From an optimization exercise on the open Yosys and OpenROAD flow, aimed at small area; shortcuts taken in it are not production practice.
Only simulation tests tie the RTL to the original design; equivalence was not proved.
Power is estimated from default activity; no workload was simulated.

==> 01-01: inputs <==
==> flow/design.v <==
module rf_next (
  input  logic q,
  input  logic set,
  input  logic col,
  input  logic hold,
  output logic d
);
  assign d = (q | set) & (col | hold);
endmodule
module rf_aoi3 (
  input  logic a0, s0, a1, s1, a2, s2,
  output logic y_n
);
  assign y_n = !((a0 & s0) | (a1 & s1) | (a2 & s2));
endmodule
module rf_nand2 (
  input  logic a, s,
  output logic y_n
);
  assign y_n = !(a & s);
endmodule
module rf_sel32 (
  input  logic [31:0] a,
  input  logic [31:0] s,
  output logic        y
);
  logic [11:0] p_n;
  for (genvar g = 0; g < 10; g++) begin : g_t
    rf_aoi3 u_t (.a0(a[3*g]), .s0(s[3*g]), .a1(a[3*g+1]), .s1(s[3*g+1]),
                 .a2(a[3*g+2]), .s2(s[3*g+2]), .y_n(p_n[g]));
  end
  rf_nand2 u_t10 (.a(a[30]), .s(s[30]), .y_n(p_n[10]));
  rf_nand2 u_t11 (.a(a[31]), .s(s[31]), .y_n(p_n[11]));
  assign y = !(&p_n);
endmodule
module rf_dec_lo (
  input  logic [1:0] a,
  output logic [3:0] y_n
);
  for (genvar j = 0; j < 4; j++) begin : g_j
    assign y_n[j] = !(a == 2'(j));
  end
endmodule
module rf_dec_hi (
  input  logic [2:0] a,
  input  logic       en,
  output logic [7:0] y_n
);
  for (genvar j = 0; j < 8; j++) begin : g_j
    assign y_n[j] = !(en && (a == 3'(j)));
  end
endmodule
module rf_nor2 (
  input  logic a, b,
  output logic y
);
  assign y = !(a || b);
endmodule
module regfile_param #(
  parameter int unsigned DATA_W   = 32,
  parameter int unsigned ADDR_W   = 5,
  parameter bit          ZERO_REG = 1'b1,
  parameter bit          BYPASS   = 1'b1,
  parameter bit          READ_REG = 1'b0
) (
  input  logic              clock,
  input  logic              ctrl_reset,
  input  logic              ctrl_writeEnable,
  input  logic [ADDR_W-1:0] ctrl_writeReg,
  input  logic [DATA_W-1:0] data_writeReg,
  input  logic [ADDR_W-1:0] ctrl_readRegA,
  input  logic [ADDR_W-1:0] ctrl_readRegB,
  input  logic              ctrl_clear,
  output logic [DATA_W-1:0] data_readRegA,
  output logic [DATA_W-1:0] data_readRegB,
  output logic              status_busy,
  output logic              status_writeDropped
);
  localparam int unsigned DEPTH = 1 << ADDR_W;
  logic [DATA_W-1:0] r_mem [1:DEPTH-1];
  logic [DATA_W-1:0] w_mem_nxt [1:DEPTH-1];
  logic [ADDR_W-1:0] r_ptr;
  logic              r_dropped;
  logic              w_busy;
  logic              w_wr_en;
  logic [ADDR_W-1:0] w_addr;
  logic              w_go;
  logic [DATA_W-1:0] w_col;
  logic [DEPTH-1:1]  w_set;
  logic [DEPTH-1:1]  w_hold;
  logic              w_hit_a;
  logic              w_hit_b;
  logic [DEPTH-1:0]  w_sel_a;
  logic [DEPTH-1:0]  w_sel_b;
  logic [3:0]        w_wlo_n, w_alo_n, w_blo_n;
  logic [7:0]        w_whi_n, w_ahi_n, w_bhi_n;
  assign w_busy = |r_ptr;
  always_ff @(posedge clock) begin
    if (ctrl_reset) begin
      r_ptr <= '0;
    end else if (w_busy) begin
      r_ptr <= r_ptr + ADDR_W'(1);
    end else begin
      r_ptr <= {{(ADDR_W-1){1'b0}}, ctrl_clear};
    end
  end
  always_ff @(posedge clock) begin
    r_dropped <= !ctrl_reset && ctrl_writeEnable && w_busy;
  end
  assign w_wr_en = ctrl_writeEnable && !w_busy && !ctrl_reset && (ctrl_writeReg != '0);
  assign w_addr = w_busy ? r_ptr : ctrl_writeReg;
  assign w_go   = w_busy || ctrl_writeEnable;
  assign w_col  = data_writeReg & {DATA_W{!(w_busy || ctrl_reset)}};
  rf_dec_lo u_wdec_lo (.a(w_addr[1:0]), .y_n(w_wlo_n));
  rf_dec_hi u_wdec_hi (.a(w_addr[4:2]), .en(w_go), .y_n(w_whi_n));
  for (genvar k = 1; k < DEPTH; k++) begin : g_row
    rf_nor2 u_set  (.a(w_wlo_n[k%4]), .b(w_whi_n[k/4]), .y(w_set[k]));
    rf_nor2 u_hold (.a(w_set[k]), .b(ctrl_reset), .y(w_hold[k]));
    for (genvar b = 0; b < DATA_W; b++) begin : g_b
      rf_next u_nxt (
        .q(r_mem[k][b]), .set(w_set[k]), .col(w_col[b]), .hold(w_hold[k]), .d(w_mem_nxt[k][b])
      );
    end
    always_ff @(posedge clock) begin
      r_mem[k] <= w_mem_nxt[k];
    end
  end
  assign w_hit_a = w_wr_en && (ctrl_readRegA == ctrl_writeReg);
  assign w_hit_b = w_wr_en && (ctrl_readRegB == ctrl_writeReg);
  assign w_sel_a[0] = w_hit_a;
  assign w_sel_b[0] = w_hit_b;
  rf_dec_lo u_adec_lo (.a(ctrl_readRegA[1:0]), .y_n(w_alo_n));
  rf_dec_hi u_adec_hi (.a(ctrl_readRegA[4:2]), .en(!w_hit_a), .y_n(w_ahi_n));
  rf_dec_lo u_bdec_lo (.a(ctrl_readRegB[1:0]), .y_n(w_blo_n));
  rf_dec_hi u_bdec_hi (.a(ctrl_readRegB[4:2]), .en(!w_hit_b), .y_n(w_bhi_n));
  for (genvar k = 1; k < DEPTH; k++) begin : g_sel
    rf_nor2 u_sel_a (.a(w_alo_n[k%4]), .b(w_ahi_n[k/4]), .y(w_sel_a[k]));
    rf_nor2 u_sel_b (.a(w_blo_n[k%4]), .b(w_bhi_n[k/4]), .y(w_sel_b[k]));
  end
  for (genvar b = 0; b < DATA_W; b++) begin : g_bit
    logic [DEPTH-1:0] w_col_bits;
    assign w_col_bits[0] = data_writeReg[b];
    for (genvar k = 1; k < DEPTH; k++) begin : g_k
      assign w_col_bits[k] = r_mem[k][b];
    end
    rf_sel32 u_rd_a (.a(w_col_bits), .s(w_sel_a), .y(data_readRegA[b]));
    rf_sel32 u_rd_b (.a(w_col_bits), .s(w_sel_b), .y(data_readRegB[b]));
  end
  assign status_busy         = w_busy;
  assign status_writeDropped = r_dropped;
endmodule
==> flow/run.sh <==
#!/bin/bash
# synth_recipe.tcl (not shown) runs the flow's synth.tcl, then flattens the netlist and writes it again
# the make line also repeats each setting of config.mk as NAME=value (left out here)
make -C /OpenROAD-flow-scripts/flow DESIGN_CONFIG=/design/flow/config.mk WORK_HOME=/design/flow/orfs CLKGATE_MAP_FILE= SYNTH_SCRIPT=/design/flow/synth_recipe.tcl finish
==> flow/config.mk <==
export PLATFORM = sky130hd
export DESIGN_NAME = regfile_param
export DESIGN_NICKNAME = regfile_param
export VERILOG_FILES = /design/flow/design.v
export SDC_FILE = /design/flow/constraint.sdc
export NUM_CORES = 4
export LEC_CHECK = 0
export CAP_MARGIN = 20
export CORE_MARGIN = 2
export CORE_UTILIZATION = 40
export SETUP_SLACK_MARGIN = 0.1
export SLEW_MARGIN = 20
export SYNTH_HIERARCHICAL = 1
export SYNTH_MINIMUM_KEEP_SIZE = 0
==> flow/constraint.sdc <==
create_clock -name core_clock -period 7.0 [get_ports {clock}]
set_input_delay 1.4000 -clock core_clock [delete_from_list [all_inputs] [get_ports {clock}]]
set_output_delay 1.4000 -clock core_clock [all_outputs]
set_load 0.01 [all_outputs]
==> 02-18: changes against 01-01 <==
--- a/flow/design.v
+++ b/flow/design.v
@@ -36,8 +36,8 @@
 module rf_dec_lo (
   input  logic [1:0] a,
-  output logic [3:0] y_n
+  output logic [3:0] y
 );
   for (genvar j = 0; j < 4; j++) begin : g_j
-    assign y_n[j] = !(a == 2'(j));
+    assign y[j] = (a == 2'(j));
   end
 endmodule
@@ -45,15 +45,23 @@
   input  logic [2:0] a,
   input  logic       en,
-  output logic [7:0] y_n
+  output logic [7:0] y
 );
   for (genvar j = 0; j < 8; j++) begin : g_j
-    assign y_n[j] = !(en && (a == 3'(j)));
+    assign y[j] = en && (a == 3'(j));
   end
 endmodule
-module rf_nor2 (
-  input  logic a, b,
+module rf_inv (
+  input  logic a,
   output logic y
 );
-  assign y = !(a || b);
+  assign y = !a;
+endmodule
+module rf_and2_line (
+  input  logic a, b,
+  output logic y_n,
+  output logic y
+);
+  rf_nand2 u_n (.a(a), .s(b), .y_n(y_n));
+  rf_inv   u_i (.a(y_n), .y(y));
 endmodule
 module regfile_param #(
@@ -93,6 +101,12 @@
   logic [DEPTH-1:0]  w_sel_a;
   logic [DEPTH-1:0]  w_sel_b;
-  logic [3:0]        w_wlo_n, w_alo_n, w_blo_n;
-  logic [7:0]        w_whi_n, w_ahi_n, w_bhi_n;
+  logic [3:0]        w_wlo, w_alo, w_blo;
+  logic [7:0]        w_whi, w_ahi, w_bhi;
+  logic [DEPTH-1:1]  w_set_n;
+  logic [DEPTH-1:1]  w_hold_n;
+  logic [DEPTH-1:1]  w_sel_a_n;
+  logic [DEPTH-1:1]  w_sel_b_n;
+  logic [DATA_W-1:0] w_col_n;
+  logic              w_col_en;
   assign w_busy = |r_ptr;
   always_ff @(posedge clock) begin
@@ -111,10 +125,13 @@
   assign w_addr = w_busy ? r_ptr : ctrl_writeReg;
   assign w_go   = w_busy || ctrl_writeEnable;
-  assign w_col  = data_writeReg & {DATA_W{!(w_busy || ctrl_reset)}};
-  rf_dec_lo u_wdec_lo (.a(w_addr[1:0]), .y_n(w_wlo_n));
-  rf_dec_hi u_wdec_hi (.a(w_addr[4:2]), .en(w_go), .y_n(w_whi_n));
+  assign w_col_en = !(w_busy || ctrl_reset);
+  for (genvar b = 0; b < DATA_W; b++) begin : g_col
+    rf_and2_line u_col (.a(data_writeReg[b]), .b(w_col_en), .y_n(w_col_n[b]), .y(w_col[b]));
+  end
+  rf_dec_lo u_wdec_lo (.a(w_addr[1:0]), .y(w_wlo));
+  rf_dec_hi u_wdec_hi (.a(w_addr[4:2]), .en(w_go), .y(w_whi));
   for (genvar k = 1; k < DEPTH; k++) begin : g_row
-    rf_nor2 u_set  (.a(w_wlo_n[k%4]), .b(w_whi_n[k/4]), .y(w_set[k]));
-    rf_nor2 u_hold (.a(w_set[k]), .b(ctrl_reset), .y(w_hold[k]));
+    rf_and2_line u_set  (.a(w_wlo[k%4]), .b(w_whi[k/4]), .y_n(w_set_n[k]), .y(w_set[k]));
+    rf_and2_line u_hold (.a(w_set_n[k]), .b(!ctrl_reset), .y_n(w_hold_n[k]), .y(w_hold[k]));
     for (genvar b = 0; b < DATA_W; b++) begin : g_b
       rf_next u_nxt (
@@ -130,11 +147,11 @@
   assign w_sel_a[0] = w_hit_a;
   assign w_sel_b[0] = w_hit_b;
-  rf_dec_lo u_adec_lo (.a(ctrl_readRegA[1:0]), .y_n(w_alo_n));
-  rf_dec_hi u_adec_hi (.a(ctrl_readRegA[4:2]), .en(!w_hit_a), .y_n(w_ahi_n));
-  rf_dec_lo u_bdec_lo (.a(ctrl_readRegB[1:0]), .y_n(w_blo_n));
-  rf_dec_hi u_bdec_hi (.a(ctrl_readRegB[4:2]), .en(!w_hit_b), .y_n(w_bhi_n));
+  rf_dec_lo u_adec_lo (.a(ctrl_readRegA[1:0]), .y(w_alo));
+  rf_dec_hi u_adec_hi (.a(ctrl_readRegA[4:2]), .en(!w_hit_a), .y(w_ahi));
+  rf_dec_lo u_bdec_lo (.a(ctrl_readRegB[1:0]), .y(w_blo));
+  rf_dec_hi u_bdec_hi (.a(ctrl_readRegB[4:2]), .en(!w_hit_b), .y(w_bhi));
   for (genvar k = 1; k < DEPTH; k++) begin : g_sel
-    rf_nor2 u_sel_a (.a(w_alo_n[k%4]), .b(w_ahi_n[k/4]), .y(w_sel_a[k]));
-    rf_nor2 u_sel_b (.a(w_blo_n[k%4]), .b(w_bhi_n[k/4]), .y(w_sel_b[k]));
+    rf_and2_line u_sel_a (.a(w_alo[k%4]), .b(w_ahi[k/4]), .y_n(w_sel_a_n[k]), .y(w_sel_a[k]));
+    rf_and2_line u_sel_b (.a(w_blo[k%4]), .b(w_bhi[k/4]), .y_n(w_sel_b_n[k]), .y(w_sel_b[k]));
   end
   for (genvar b = 0; b < DATA_W; b++) begin : g_bit
==> flow/flow/run.sh (new file) <==
#!/bin/bash
# The standard layout (standard.sh, unchanged synthesis, floorplan, power grid
# and tap cells), with two changes passed to ORFS:
#  - clock tree synthesis without dummy loads, built from clkbuf_8 with sink
#    clusters of at most 15 flops within 60 um;
#  - port buffers made with buf_2 instead of the default delay buffer.
# The make output goes to flow_make.log; ORFS writes each step's log under orfs/logs.
set -euo pipefail
bash standard.sh \
  "CTS_ARGS=-sink_clustering_enable -repair_clock_nets -dont_use_dummy_load -buf_list sky130_fd_sc_hd__clkbuf_8 -sink_clustering_size 15 -sink_clustering_max_diameter 60" \
  "BUFFER_PORTS_ARGS=-buffer_cell sky130_fd_sc_hd__buf_2" \
  finish > flow_make.log 2>&1
==> flow/standard.sh (new file) <==
#!/bin/bash
# synth_recipe.tcl (not shown) runs the flow's synth.tcl, then flattens the netlist and writes it again
# the make line also repeats each setting of config.mk as NAME=value (left out here)
make -C /OpenROAD-flow-scripts/flow DESIGN_CONFIG=/design/flow/config.mk WORK_HOME=/design/flow/orfs CLKGATE_MAP_FILE= SYNTH_SCRIPT=/design/flow/synth_recipe.tcl "${@:-finish}"
Settings changed: CAP_MARGIN 20 to 10, PLACE_DENSITY set to 0.7, SLEW_MARGIN 20 to 10.
removed: flow/run.sh
==> 10-08: changes against 01-01 <==
--- a/flow/design.v
+++ b/flow/design.v
@@ -36,8 +36,8 @@
 module rf_dec_lo (
   input  logic [1:0] a,
-  output logic [3:0] y_n
+  output logic [3:0] y
 );
   for (genvar j = 0; j < 4; j++) begin : g_j
-    assign y_n[j] = !(a == 2'(j));
+    assign y[j] = (a == 2'(j));
   end
 endmodule
@@ -45,15 +45,23 @@
   input  logic [2:0] a,
   input  logic       en,
-  output logic [7:0] y_n
+  output logic [7:0] y
 );
   for (genvar j = 0; j < 8; j++) begin : g_j
-    assign y_n[j] = !(en && (a == 3'(j)));
+    assign y[j] = en && (a == 3'(j));
   end
 endmodule
-module rf_nor2 (
-  input  logic a, b,
+module rf_inv (
+  input  logic a,
   output logic y
 );
-  assign y = !(a || b);
+  assign y = !a;
+endmodule
+module rf_and2_line (
+  input  logic a, b,
+  output logic y_n,
+  output logic y
+);
+  rf_nand2 u_n (.a(a), .s(b), .y_n(y_n));
+  rf_inv   u_i (.a(y_n), .y(y));
 endmodule
 module regfile_param #(
@@ -93,6 +101,12 @@
   logic [DEPTH-1:0]  w_sel_a;
   logic [DEPTH-1:0]  w_sel_b;
-  logic [3:0]        w_wlo_n, w_alo_n, w_blo_n;
-  logic [7:0]        w_whi_n, w_ahi_n, w_bhi_n;
+  logic [3:0]        w_wlo, w_alo, w_blo;
+  logic [7:0]        w_whi, w_ahi, w_bhi;
+  logic [DEPTH-1:1]  w_set_n;
+  logic [DEPTH-1:1]  w_hold_n;
+  logic [DEPTH-1:1]  w_sel_a_n;
+  logic [DEPTH-1:1]  w_sel_b_n;
+  logic [DATA_W-1:0] w_col_n;
+  logic              w_col_en;
   assign w_busy = |r_ptr;
   always_ff @(posedge clock) begin
@@ -111,10 +125,13 @@
   assign w_addr = w_busy ? r_ptr : ctrl_writeReg;
   assign w_go   = w_busy || ctrl_writeEnable;
-  assign w_col  = data_writeReg & {DATA_W{!(w_busy || ctrl_reset)}};
-  rf_dec_lo u_wdec_lo (.a(w_addr[1:0]), .y_n(w_wlo_n));
-  rf_dec_hi u_wdec_hi (.a(w_addr[4:2]), .en(w_go), .y_n(w_whi_n));
+  assign w_col_en = !(w_busy || ctrl_reset);
+  for (genvar b = 0; b < DATA_W; b++) begin : g_col
+    rf_and2_line u_col (.a(data_writeReg[b]), .b(w_col_en), .y_n(w_col_n[b]), .y(w_col[b]));
+  end
+  rf_dec_lo u_wdec_lo (.a(w_addr[1:0]), .y(w_wlo));
+  rf_dec_hi u_wdec_hi (.a(w_addr[4:2]), .en(w_go), .y(w_whi));
   for (genvar k = 1; k < DEPTH; k++) begin : g_row
-    rf_nor2 u_set  (.a(w_wlo_n[k%4]), .b(w_whi_n[k/4]), .y(w_set[k]));
-    rf_nor2 u_hold (.a(w_set[k]), .b(ctrl_reset), .y(w_hold[k]));
+    rf_and2_line u_set  (.a(w_wlo[k%4]), .b(w_whi[k/4]), .y_n(w_set_n[k]), .y(w_set[k]));
+    rf_and2_line u_hold (.a(w_set_n[k]), .b(!ctrl_reset), .y_n(w_hold_n[k]), .y(w_hold[k]));
     for (genvar b = 0; b < DATA_W; b++) begin : g_b
       rf_next u_nxt (
@@ -130,11 +147,11 @@
   assign w_sel_a[0] = w_hit_a;
   assign w_sel_b[0] = w_hit_b;
-  rf_dec_lo u_adec_lo (.a(ctrl_readRegA[1:0]), .y_n(w_alo_n));
-  rf_dec_hi u_adec_hi (.a(ctrl_readRegA[4:2]), .en(!w_hit_a), .y_n(w_ahi_n));
-  rf_dec_lo u_bdec_lo (.a(ctrl_readRegB[1:0]), .y_n(w_blo_n));
-  rf_dec_hi u_bdec_hi (.a(ctrl_readRegB[4:2]), .en(!w_hit_b), .y_n(w_bhi_n));
+  rf_dec_lo u_adec_lo (.a(ctrl_readRegA[1:0]), .y(w_alo));
+  rf_dec_hi u_adec_hi (.a(ctrl_readRegA[4:2]), .en(!w_hit_a), .y(w_ahi));
+  rf_dec_lo u_bdec_lo (.a(ctrl_readRegB[1:0]), .y(w_blo));
+  rf_dec_hi u_bdec_hi (.a(ctrl_readRegB[4:2]), .en(!w_hit_b), .y(w_bhi));
   for (genvar k = 1; k < DEPTH; k++) begin : g_sel
-    rf_nor2 u_sel_a (.a(w_alo_n[k%4]), .b(w_ahi_n[k/4]), .y(w_sel_a[k]));
-    rf_nor2 u_sel_b (.a(w_blo_n[k%4]), .b(w_bhi_n[k/4]), .y(w_sel_b[k]));
+    rf_and2_line u_sel_a (.a(w_alo[k%4]), .b(w_ahi[k/4]), .y_n(w_sel_a_n[k]), .y(w_sel_a[k]));
+    rf_and2_line u_sel_b (.a(w_blo[k%4]), .b(w_bhi[k/4]), .y_n(w_sel_b_n[k]), .y(w_sel_b[k]));
   end
   for (genvar b = 0; b < DATA_W; b++) begin : g_bit
==> flow/flow/run.sh (new file) <==
#!/bin/bash
# The standard layout (standard.sh, unchanged synthesis, floorplan, power grid
# and tap cells), with two changes passed to ORFS:
#  - clock tree synthesis without dummy loads, built from clkbuf_8 with sink
#    clusters of at most 15 flops within 60 um;
#  - port buffers made with buf_2 instead of the default delay buffer.
# The make output goes to flow_make.log; ORFS writes each step's log under orfs/logs.
set -euo pipefail
bash standard.sh \
  "CTS_ARGS=-sink_clustering_enable -repair_clock_nets -dont_use_dummy_load -buf_list sky130_fd_sc_hd__clkbuf_8 -sink_clustering_size 15 -sink_clustering_max_diameter 60" \
  "BUFFER_PORTS_ARGS=-buffer_cell sky130_fd_sc_hd__buf_2" \
  finish > flow_make.log 2>&1
==> flow/standard.sh (new file) <==
#!/bin/bash
# synth_recipe.tcl (not shown) runs the flow's synth.tcl, then flattens the netlist and writes it again
# the make line also repeats each setting of config.mk as NAME=value (left out here)
make -C /OpenROAD-flow-scripts/flow DESIGN_CONFIG=/design/flow/config.mk WORK_HOME=/design/flow/orfs CLKGATE_MAP_FILE= SYNTH_SCRIPT=/design/flow/synth_recipe.tcl "${@:-finish}"
removed: flow/run.sh
==> comparison table <==
Placed Instance Area: 01-01 0.04414 mm^2; 02-18 0.04250 mm^2; 10-08 0.04263 mm^2
Synthesis-to-finish area growth: 01-01 27.41%; 02-18 12.28%; 10-08 12.43%
Relative area of non-clock buffer cells in the final design: 01-01 8.180%; 02-18 4.334%; 10-08 4.562%
Status: 01-01 complete, no violations; 02-18 complete, no violations; 10-08 complete, no violations
Critical path capture point: 01-01 data_readRegA[27]; 02-18 data_readRegB[18]; 10-08 data_readRegA[9]
Area of the multi-input gates: 01-01 0.01985 mm^2; 02-18 0.01845 mm^2; 10-08 0.01845 mm^2
Highest Clock Rate: 01-01 0.1439 GHz; 02-18 0.1459 GHz; 10-08 0.1450 GHz
Buffers inserted by post-CTS timing repair: 01-01 15; 02-18 0; 10-08 0
Final critical-path setup slack: 01-01 0.05045 ns; 02-18 0.1479 ns; 10-08 0.1011 ns
Share of cell area taken by flip-flops and latches: 01-01 40.76%; 02-18 45.59%; 10-08 45.53%
Post-route met1 wirelength: 01-01 71.04 mm; 02-18 64.48 mm; 10-08 70.30 mm
Net switching power figure: 01-01 0.003494 W; 02-18 0.002921 W; 10-08 0.002925 W
Leakage Power: 01-01 22.01 nW; 02-18 21.63 nW; 10-08 21.71 nW

==> what the ideal ports hide <==
Ports are ideal in the flow. The routed layouts listed here were re-timed in OpenROAD.
Step 1 (the two cells are an assumption about what drives the block):
set clk [get_ports {clock}]
set_driving_cell -lib_cell sky130_fd_sc_hd__clkbuf_16 $clk
set_driving_cell -lib_cell sky130_fd_sc_hd__buf_2 [delete_from_list [all_inputs] $clk]
Step 2 times the ports against the registers' clock, not the clock port: input delays grow and output delays shrink by t, the midpoint of the rising clock arrivals with the driver on.
Three values: no drivers, after step 1, after step 2; two values: the first two.
run	t (ns)	setup slack, ns	worst register clock-pin slew, ns
01-01	0.758	0.050 / 0.027 / 0.027	0.07 / 0.07
02-18	0.806	0.148 / 0.109 / 0.109	0.10 / 0.10
10-08	0.781	0.101 / 0.080 / 0.080	0.10 / 0.10
After both steps setup and hold are still met in every run listed. The setup slack of 02-18, which loses most, moves by -0.039 ns with the drivers and by -0.039 ns with both steps.
